Background: an optimization exercise with open tools, aiming at small area, a short achievable clock period and few clock cycles per item. Do not read the settings as production practice. In this exercise RTL edits were held to simulation tests only and were not proved equivalent to the original.

==> flow/design.v (excerpt) <==
module note_envelope_motor_drive (
  input  logic        clk,
  input  logic        rst,
  input  logic        s_tvalid,
  output logic        s_tready,
  input  logic [63:0] s_tdata,
  input  logic        s_tuser,
  output logic        m_tvalid,
  input  logic        m_tready,
  output logic [7:0]  m_tdata,
  input  logic        psel,
  input  logic        penable,
  input  logic        pwrite,
  input  logic [3:0]  paddr,
  input  logic [31:0] pwdata,
  output logic [31:0] prdata,
  output logic        pready
);
  localparam int DEPTH = 29;
  logic [15:0] attack_fraction;
  logic [8:0]  rise_gain;
  logic [8:0]  fall_gain;
  logic [15:0] level;
  logic [16:0] att_dec;
  logic [4:0]  be_rn, be_ro, be_rt, be_fn, be_fo, be_ft;
  logic [4:0]  bh_rp1, bh_rp2, bh_rm1, bh_rm2, bh_fp1, bh_fp2, bh_fm1, bh_fm2;
  wire [9:0] wa = 10'd256 - {1'b0, pwdata[8:0]};
  wire [10:0] wx = {wa, 1'b0};
  wire [4:0] wa_n, wa_o, wa_t;
  for (genvar j = 0; j < 5; j++) begin : g_benc
    assign wa_n[j] = wx[2*j+2] & (wa_o[j] | wa_t[j]);
    assign wa_o[j] = wx[2*j+1] ^ wx[2*j];
    assign wa_t[j] = (wx[2*j+2] & ~wx[2*j+1] & ~wx[2*j]) | (~wx[2*j+2] & wx[2*j+1] & wx[2*j]);
  end
  logic        s_tready_q;
  logic [4:0] inflight;
  logic [4:0] fcount;
  logic [4:0] wptr, rptr;
  logic [8*DEPTH-1:0] fmem;
  logic        p1_v;
  logic        p1_dsat;
  logic [9:0] p1_x;
  logic [15:0] p1_el;
  logic [11:0] p1_tempo;
  logic [11:0] p1_rem;
  logic [15:0] p1_nq;
  logic        p2_v;
  logic        p2_dsat;
  logic [9:0] p2_x;
  logic [15:0] p2_el;
  logic [11:0] p2_tempo;
  logic [11:0] p2_rem;
  logic [15:0] p2_nq;
  logic        p3_v;
  logic        p3_dsat;
  logic [9:0] p3_x;
  logic [15:0] p3_el;
  logic [11:0] p3_tempo;
  logic [11:0] p3_rem;
  logic [15:0] p3_nq;
  logic        p4_v;
  logic        p4_dsat;
  logic [9:0] p4_x;
  logic [15:0] p4_el;
  logic [11:0] p4_tempo;
  logic [11:0] p4_rem;
  logic [15:0] p4_nq;
  ...
make LEC_CHECK=0 ABC_AREA=1 CAP_MARGIN=20 CORE_MARGIN=2 CORE_UTILIZATION=55 CTS_CLUSTER_DIAMETER=110 CTS_CLUSTER_SIZE=22 SETUP_SLACK_MARGIN=4.5 SLEW_MARGIN=20 finish   # period 10.0 ns
run.sh (not shown) runs the stock make flow with config.mk's settings and CLKGATE_MAP_FILE= SYNTH_SCRIPT=/design/flow/synth_recipe.tcl, a recipe that flattens the netlist after the stock synthesis.
Testbench counts at the start, summed over its fixed seeds: cycles 5,248, items 4,800.
Change:
Settings changed: CTS_CLUSTER_DIAMETER 110 to 100, CTS_CLUSTER_SIZE 22 to 20.
Outcome:
- The changed run passed the timing, DRC and antenna checks
- critical path depth rose by 9
- sequential share of layout area is about the same
- first-iteration DRC count fell slightly
- clock-buffer cell count rose by 12
- die area stays the same
- register-to-register slack is worse by 0.03 ns
- clock skew rose by 0.025 ns
- global-route usage barely changes
- synthesized cell count is unchanged
- final area stays flat

Starting RTL as in the previous note.
==> flow/design.v (excerpt) <==
module note_envelope_motor_drive (
  input  logic        clk,
  input  logic        rst,
  input  logic        s_tvalid,
  output logic        s_tready,
  input  logic [63:0] s_tdata,
  input  logic        s_tuser,
  output logic        m_tvalid,
  input  logic        m_tready,
  output logic [7:0]  m_tdata,
  input  logic        psel,
  input  logic        penable,
  input  logic        pwrite,
  input  logic [3:0]  paddr,
  input  logic [31:0] pwdata,
  output logic [31:0] prdata,
  output logic        pready
);
  localparam int DEPTH = 29;
  logic [15:0] attack_fraction;
  logic [8:0]  rise_gain;
  logic [8:0]  fall_gain;
  logic [15:0] level;
  logic [16:0] att_dec;
  logic [4:0]  be_rn, be_ro, be_rt, be_fn, be_fo, be_ft;
  logic [4:0]  bh_rp1, bh_rp2, bh_rm1, bh_rm2, bh_fp1, bh_fp2, bh_fm1, bh_fm2;
  wire [9:0] wa = 10'd256 - {1'b0, pwdata[8:0]};
  wire [10:0] wx = {wa, 1'b0};
  wire [4:0] wa_n, wa_o, wa_t;
  for (genvar j = 0; j < 5; j++) begin : g_benc
    assign wa_n[j] = wx[2*j+2] & (wa_o[j] | wa_t[j]);
    assign wa_o[j] = wx[2*j+1] ^ wx[2*j];
    assign wa_t[j] = (wx[2*j+2] & ~wx[2*j+1] & ~wx[2*j]) | (~wx[2*j+2] & wx[2*j+1] & wx[2*j]);
  end
  logic        s_tready_q;
  logic [4:0] inflight;
  logic [4:0] fcount;
  logic [4:0] wptr, rptr;
  logic [8*DEPTH-1:0] fmem;
  logic        p1_v;
  logic        p1_dsat;
  logic [9:0] p1_x;
  logic [15:0] p1_el;
  logic [11:0] p1_tempo;
  logic [11:0] p1_rem;
  logic [15:0] p1_nq;
  logic        p2_v;
  logic        p2_dsat;
  logic [9:0] p2_x;
  logic [15:0] p2_el;
  logic [11:0] p2_tempo;
  logic [11:0] p2_rem;
  logic [15:0] p2_nq;
  logic        p3_v;
  logic        p3_dsat;
  logic [9:0] p3_x;
  logic [15:0] p3_el;
  logic [11:0] p3_tempo;
  logic [11:0] p3_rem;
  logic [15:0] p3_nq;
  logic        p4_v;
  logic        p4_dsat;
  logic [9:0] p4_x;
  logic [15:0] p4_el;
  logic [11:0] p4_tempo;
  logic [11:0] p4_rem;
  logic [15:0] p4_nq;
  logic        p5_v;
  logic        p5_dsat;
  logic [9:0] p5_x;
  logic [15:0] p5_el;
  logic [11:0] p5_tempo;
  logic [11:0] p5_rem;
  logic [15:0] p5_nq;
  logic        p6_v;
  logic        p6_dsat;
  logic [9:0] p6_x;
  logic [15:0] p6_el;
  ...
Settings: LEC_CHECK=0, ABC_AREA=1, CAP_MARGIN=20, CORE_MARGIN=2, CORE_UTILIZATION=55, CTS_CLUSTER_DIAMETER=120, CTS_CLUSTER_SIZE=24, SETUP_SLACK_MARGIN=4.5, SLEW_MARGIN=20; clock period 10.0 ns.
Testbench counts at the start, summed over its fixed seeds: cycles 5,248, items 4,800.
==> next run, changes <==
CTS_CLUSTER_DIAMETER = 100   (was 120)
CTS_CLUSTER_SIZE = 20   (was 24)
PLACE_DENSITY = 0.7   (was default)
The changed run went through all stages and came out clean.
Utilization drops by 0.32 points.
Cell count falls by 0.37%.
Final area came out lower by 0.53%.
Synthesized area does not change.
Non-clock buffer count drops by 97.
Flip-flop and latch count is unchanged.

-- separate check: timing with driven ports --
The flow's constraints put no driver on any port. The routed layouts listed below were extracted and timed again, unchanged, in two steps.
Step 1: set_driving_cell puts a clkbuf_16 on clk and a buf_2 on each other input, an assumption about the parent block.
Step 2 adds t to the input delays and takes it off the output delays; t is the mean of the earliest and latest rising clock arrival at the registers after step 1. Input paths then give back, and output paths get back, about the clock's delay inside the block.
a / b / c = ideal / step 1 / step 2; a / b = the first two.
| run | t (ns) | setup slack, ns | worst slew at a driven data input, ns | cell pins on the clock port's net |
|---|---|---|---|---|
| the first run of note 1 | 0.887 | 4.519 / 4.519 / 3.850 | 0.21 | 1 |
| the second run of note 1 | 0.900 | 4.489 / 4.489 / 3.905 | 0.19 | 1 |
| the first run of note 2 | 0.863 | 4.434 / 4.434 / 3.918 | 0.18 | 1 |
| the second run of note 2 | 0.865 | 4.425 / 4.425 / 4.135 | 0.17 | 1 |
After both steps every run listed still meets setup and hold. The setup slack of the first run of note 1, which loses most, moves by 0.000 ns with the drivers and by -0.669 ns with both steps.
